Source: an optimization exercise on an open RTL-to-GDS flow (aim: small area). Production flows keep margins and buffers that such runs may drop.
The RTL was checked by simulation tests, not by an equivalence proof against the original design.
Power is estimated from default activity; no workload was simulated.

P:
Design priority_command_queue_with_cancel, start of the top module:
module priority_command_queue_with_cancel #(
  parameter int MAX_COMMANDS   = 32,
  parameter int MAX_PRIORITIES = 8
) (
  input  logic        clk,
  input  logic        rst_n,
  input  logic        in_tvalid,
  output logic        in_tready,
  input  logic [15:0] in_tdata,    
  output logic        out_tvalid,
  input  logic        out_tready,
  output logic [15:0] out_tdata,   
  input  logic        cfg_valid,
  output logic        cfg_ready,
  input  logic [0:0]  cfg_index,
  input  logic [3:0]  cfg_data
);
Size in the first run: roughly 600 cells after synthesis, ~270 flip-flops, ~45 I/O pins.
==> module priority_command_queue_with_cancel, before the edit <==
module priority_command_queue_with_cancel #(
  parameter int MAX_COMMANDS   = 32,
  parameter int MAX_PRIORITIES = 8
) (
  input  logic        clk,
  input  logic        rst_n,
  input  logic        in_tvalid,
  output logic        in_tready,
  input  logic [15:0] in_tdata,    
  output logic        out_tvalid,
  input  logic        out_tready,
  output logic [15:0] out_tdata,   
  input  logic        cfg_valid,
  output logic        cfg_ready,
  input  logic [0:0]  cfg_index,
  input  logic [3:0]  cfg_data
);
  localparam logic [2:0] S_CLR  = 3'd0;
  localparam logic [2:0] S_IDLE = 3'd1;
  localparam logic [2:0] S_WAIT = 3'd2;
  localparam logic [2:0] S_A    = 3'd3;
  localparam logic [2:0] S_B    = 3'd4;
  localparam logic [2:0] S_OUT  = 3'd5;
  function automatic logic lt6(input logic [5:0] a, input logic [5:0] b);
    logic r;
    r = 1'b0;
    for (int i = 0; i < 6; i++) r = (~a[i] & b[i]) | ((~a[i] | b[i]) & r);
    lt6 = r;
  endfunction
  function automatic logic lt3(input logic [2:0] a, input logic [2:0] b);
    logic r;
    r = 1'b0;
    for (int i = 0; i < 3; i++) r = (~a[i] & b[i]) | ((~a[i] | b[i]) & r);
    lt3 = r;
  endfunction
  logic       running_r;
  logic [2:0] np_r;
  assign cfg_ready = 1'b1;
  always_ff @(posedge clk) begin
    if (!rst_n) begin
      running_r <= 1'b0;
      np_r      <= 3'd1;
    end else if (cfg_valid) begin
      if (cfg_index == 1'b0) running_r <= cfg_data[0];
      else if (cfg_data[3]) np_r <= 3'd0;
      else if (cfg_data[2:0] == 3'd0) np_r <= 3'd1;
      else np_r <= cfg_data[2:0];
    end
  end
  logic [5:0] sring [32];   
  logic [5:0] bring [8];    
  logic [5:0] sfb, bfb;
  logic [4:0] ph;
  logic [2:0] st_r;
  logic [2:0] cmd_r;
  logic [4:0] id_r;    
  logic [2:0] pr_r;    
  logic [5:0] th_r;    
  logic       f_r;     
  logic       mk_r;    
  logic       aq_r;    
  always_ff @(posedge clk) begin
    for (int i = 0; i < 31; i++) sring[i] <= sring[i+1];
    sring[31] <= sfb;
    for (int i = 0; i < 7; i++) bring[i] <= bring[i+1];
    bring[7] <= bfb;
  end
  logic       e_mk;
  logic [4:0] e_r;
  logic [5:0] bnd;
  logic [2:0] bi;
  assign {e_mk, e_r} = sring[0];
  assign bnd = bring[0];
  assign bi  = ph[2:0];
  logic is_enq, is_can, is_dis, is_ini, is_mrk;
  assign is_ini = cmd_r == pcq_pkg::CMD_INIT;
  assign is_enq = cmd_r == pcq_pkg::CMD_ENQUEUE;
  assign is_can = cmd_r == pcq_pkg::CMD_CANCEL;
  assign is_dis = cmd_r == pcq_pkg::CMD_DISPATCH;
  assign is_mrk = cmd_r == pcq_pkg::CMD_MARK_ALL;
  logic in_a, in_b, last, rot0;
  assign in_a = st_r == S_A;
  assign in_b = st_r == S_B;
  assign last = ph == 5'd31;
  assign rot0 = ph[4:3] == 2'd0;
  logic q, hit, prio_ok, enq_ok, rm, r_lt, r_eq, b_le;
  assign q       = (e_r != 5'd31) | aq_r;
  assign hit     = ph == id_r;
  assign prio_ok = (np_r == 3'd0) || lt3(pr_r, np_r);
  assign enq_ok  = is_enq && running_r && !f_r && prio_ok;
  assign rm      = f_r && (is_can || is_dis);
  assign r_lt    = lt6({1'b0, e_r}, th_r);
  assign r_eq    = {1'b0, e_r} == th_r;
  assign b_le    = !lt6(th_r, bnd);
  logic [4:0] r_step;
  always_comb begin : r_stepper
    logic t;
    t = 1'b1;
    for (int i = 0; i < 5; i++) begin
      r_step[i] = e_r[i] ^ t;
      t = t & (e_r[i] ^ rm);
    end
  end
  logic [5:0] b_step;
  always_comb begin : b_stepper
    logic t;
    t = 1'b1;
    for (int i = 0; i < 6; i++) begin
      b_step[i] = bnd[i] ^ t;
      t = t & (bnd[i] ^ rm);
    end
  end
  always_comb begin
    sfb = sring[0];
    case (st_r)
      S_CLR: sfb = {1'b0, 5'd31};
      S_A:   if (is_ini && hit && !q) sfb[5] = 1'b0;
      S_B: begin
        if (enq_ok) begin
          if (hit) sfb[4:0] = th_r[4:0];
          else if (q && !r_lt) sfb[4:0] = r_step;
        end
        if (rm && q) begin
          if (r_eq) sfb[4:0] = 5'd31;
          else if (!r_lt) sfb[4:0] = r_step;
        end
        if (is_mrk && q && !r_lt) sfb[5] = 1'b1;
      end
      default: ;
    endcase
  end
  always_comb begin
    bfb = bring[0];
    case (st_r)
      S_CLR: bfb = 6'd0;
      S_B: begin
        if (rot0 && enq_ok && !lt3(pr_r, bi)) bfb = b_step;
        if (rot0 && rm && !b_le) bfb = b_step;
      end
      default: ;
    endcase
  end
  always_ff @(posedge clk) begin
    if (!rst_n) begin
      ph   <= 5'd0;
      aq_r <= 1'b0;
      st_r <= S_CLR;
    end else begin
      ph <= ph + 5'd1;
      case (st_r)
        S_CLR:  if (last) st_r <= S_IDLE;
        S_IDLE: if (in_tvalid) st_r <= S_WAIT;
        S_WAIT: if (last) st_r <= S_A;
        S_A:    if (last) st_r <= S_B;
        S_B: begin
          if (last) begin
            aq_r <= bring[1] == 6'd32;
            st_r <= S_OUT;
          end
        end
        S_OUT:  if (out_tready) st_r <= S_IDLE;
        default: st_r <= S_IDLE;
      endcase
    end
  end
  always_ff @(posedge clk) begin
    if (st_r == S_IDLE) begin
      cmd_r <= in_tdata[2:0];
      id_r  <= in_tdata[7:3];
      pr_r  <= in_tdata[10:8];
      f_r   <= 1'b0;
    end else if (in_a) begin
      if ((is_ini || is_enq) && hit) f_r <= q;
      if (is_can && hit && q) begin
        f_r  <= 1'b1;
        th_r <= {1'b0, e_r};
      end
      if (bi == (is_enq ? pr_r : np_r) && (is_enq || is_dis || is_mrk))
        th_r <= (bi == 3'd0 && !is_enq) ? 6'd0 : bnd;
      if (is_dis && bi == 3'd0) f_r <= !b_le;
      if (is_can || is_dis) pr_r <= 3'd7;
    end else if (in_b) begin
      if (rot0 && rm && bi != 3'd0 && b_le && pr_r == 3'd7) pr_r <= bi - 3'd1;
      if (is_dis && rm && q && r_eq) begin
        id_r <= ph;
        mk_r <= e_mk;
      end
    end
  end
  logic [2:0] status;
  logic [1:0] kind;
  always_comb begin
    status = 3'd0;
    kind   = 2'd0;
    case (cmd_r)
      pcq_pkg::CMD_INIT: if (f_r) status = 3'd2;
      pcq_pkg::CMD_ENQUEUE: begin
        if (!running_r) status = 3'd1;
        else if (f_r) status = 3'd2;
        else if (!prio_ok) status = 3'd4;
      end
      pcq_pkg::CMD_CANCEL:   if (f_r) kind = 2'd2; else status = 3'd3;
      pcq_pkg::CMD_DISPATCH: if (f_r) kind = 2'd1; else status = 3'd3;
      default: ;
    endcase
  end
  assign in_tready  = st_r == S_IDLE;
  assign out_tvalid = st_r == S_OUT;
  assign out_tdata  = {2'b00, kind[0] && mk_r, rm ? pr_r : 3'd0, rm ? id_r : 5'd0, kind, status};
endmodule
export LEC_CHECK = 0
export CAP_MARGIN = 20
export CORE_MARGIN = 2
export CORE_UTILIZATION = 40
export SLEW_MARGIN = 20
create_clock -name core_clock -period 7.0 [get_ports {clk}]
standard.sh (not shown) runs the stock make flow with config.mk's settings and CLKGATE_MAP_FILE= SYNTH_SCRIPT=/design/flow/synth_recipe.tcl, a recipe that flattens the netlist after the stock synthesis.
==> flow/flow/run.sh <==
#!/bin/bash
# The standard layout with these changes:
# - synthesis is the standard flow's own (synth_recipe.tcl) except that ABC maps the
#   combinational logic with flow/area.abc (flow/synth.tcl); registers come
#   out as in the standard synthesis;
# - after floorplanning the combinational logic is re-mapped for area and
#   unused tie cells are removed (flow/post_floorplan.tcl);
# - CTS inserts no dummy loads and uses small clusters of clkbuf_4;
# - ports are buffered with buf_1;
# - non-critical gates are downsized after global routing.
# make's output goes to make_finish.log; each step's log is under orfs/logs.
set -euo pipefail
here=$(pwd)
export PCQ_FLOW_DIR="$here/flow"
export PCQ_WORK_DIR="$here"
bash standard.sh \
  "SYNTH_SCRIPT=$here/flow/synth.tcl" \
  "POST_FLOORPLAN_TCL=$here/flow/post_floorplan.tcl" \
  'CTS_ARGS=-sink_clustering_enable -repair_clock_nets -dont_use_dummy_load -buf_list sky130_fd_sc_hd__clkbuf_4 -sink_clustering_size 12 -sink_clustering_max_diameter 45' \
  'BUFFER_PORTS_ARGS=-buffer_cell sky130_fd_sc_hd__buf_1' \
  RECOVER_POWER=100 \
  finish > make_finish.log 2>&1
Other scripts of this flow, unchanged in this note and not shown: flow/flow/area.abc, flow/flow/post_floorplan.tcl, flow/flow/synth.tcl
> inputs changed (P -> Q)
-- flow/design.v --
<<< P, line 25
  localparam logic [2:0] S_CLR  = 3'd0;
  localparam logic [2:0] S_IDLE = 3'd1;
  localparam logic [2:0] S_WAIT = 3'd2;
  localparam logic [2:0] S_A    = 3'd3;
  localparam logic [2:0] S_B    = 3'd4;
>>> Q, line 25
  localparam logic [2:0] S_CLR  = 3'd0;
  localparam logic [2:0] S_IDLE = 3'd1;
  localparam logic [2:0] S_A    = 3'd3;
  localparam logic [2:0] S_B    = 3'd4;
<<< P, line 157
      case (st_r)
        S_CLR:  if (last) st_r <= S_IDLE;
        S_IDLE: if (in_tvalid) st_r <= S_WAIT;
        S_WAIT: if (last) st_r <= S_A;
        S_A:    if (last) st_r <= S_B;
        S_B: begin
>>> Q, line 156
      case (st_r)
        S_CLR:  if (last) st_r <= S_IDLE;
        S_IDLE: if (in_tvalid && last) st_r <= S_A;
        S_A:    if (last) st_r <= S_B;
        S_B: begin
<<< P, line 212
    endcase
  end
  assign in_tready  = st_r == S_IDLE;
  assign out_tvalid = st_r == S_OUT;
  assign out_tdata  = {2'b00, kind[0] && mk_r, rm ? pr_r : 3'd0, rm ? id_r : 5'd0, kind, status};
>>> Q, line 210
    endcase
  end
  assign in_tready  = st_r == S_IDLE && last;
  assign out_tvalid = st_r == S_OUT;
  assign out_tdata  = {2'b00, kind[0] && mk_r, rm ? pr_r : 3'd0, rm ? id_r : 5'd0, kind, status};
Results
Q completed every stage of the flow, and the final layout passed the timing, design-rule and antenna checks.
Between P and Q, the post-synthesis simple-gate area fraction does not differ in any meaningful way.
Against P as the reference, Q delivers a higher delay contributed by the slowest stage of the critical path.
The wire length on Q is in line with that on P.
Number of inserted diodes in Q vs P: down 2
Diff P -> Q: total power grew by 0.78%; synthesized netlist cell count shrank by 2.8%; cell area after technology mapping shrank by about 1%; multi-input combinational area share shrank by 0.62 points; global-route wire length before repair shrank by about 0.4%.

## port drivers added, routing unchanged
In the flow no input, the clock included, has a driving cell. The finished layouts below were timed again as built, in two steps. Step 1 (the two cells are an assumption about what drives the block):
set clk [get_ports {clk}]
set_driving_cell -lib_cell sky130_fd_sc_hd__clkbuf_16 $clk
set_driving_cell -lib_cell sky130_fd_sc_hd__buf_2 [delete_from_list [all_inputs] $clk]
Step 2 moves the port delays by t, midway between the first and last clock arrival at a register: inputs arrive t later, outputs are due t later. That takes back most of the time a late clock gives input paths. a / b / c = no drivers / after step 1 / after step 2; a / b = the first two.
| run | t (ns) | slack for setup (ns) | clock arrival spread, ns |
|---|---|---|---|
| P | 0.644 | 3.007 / 2.971 / 3.311 | 0.078 / 0.078 |
| Q | 0.638 | 2.616 / 2.580 / 3.218 | 0.124 / 0.124 |
After both steps setup and hold are still met in every run listed.
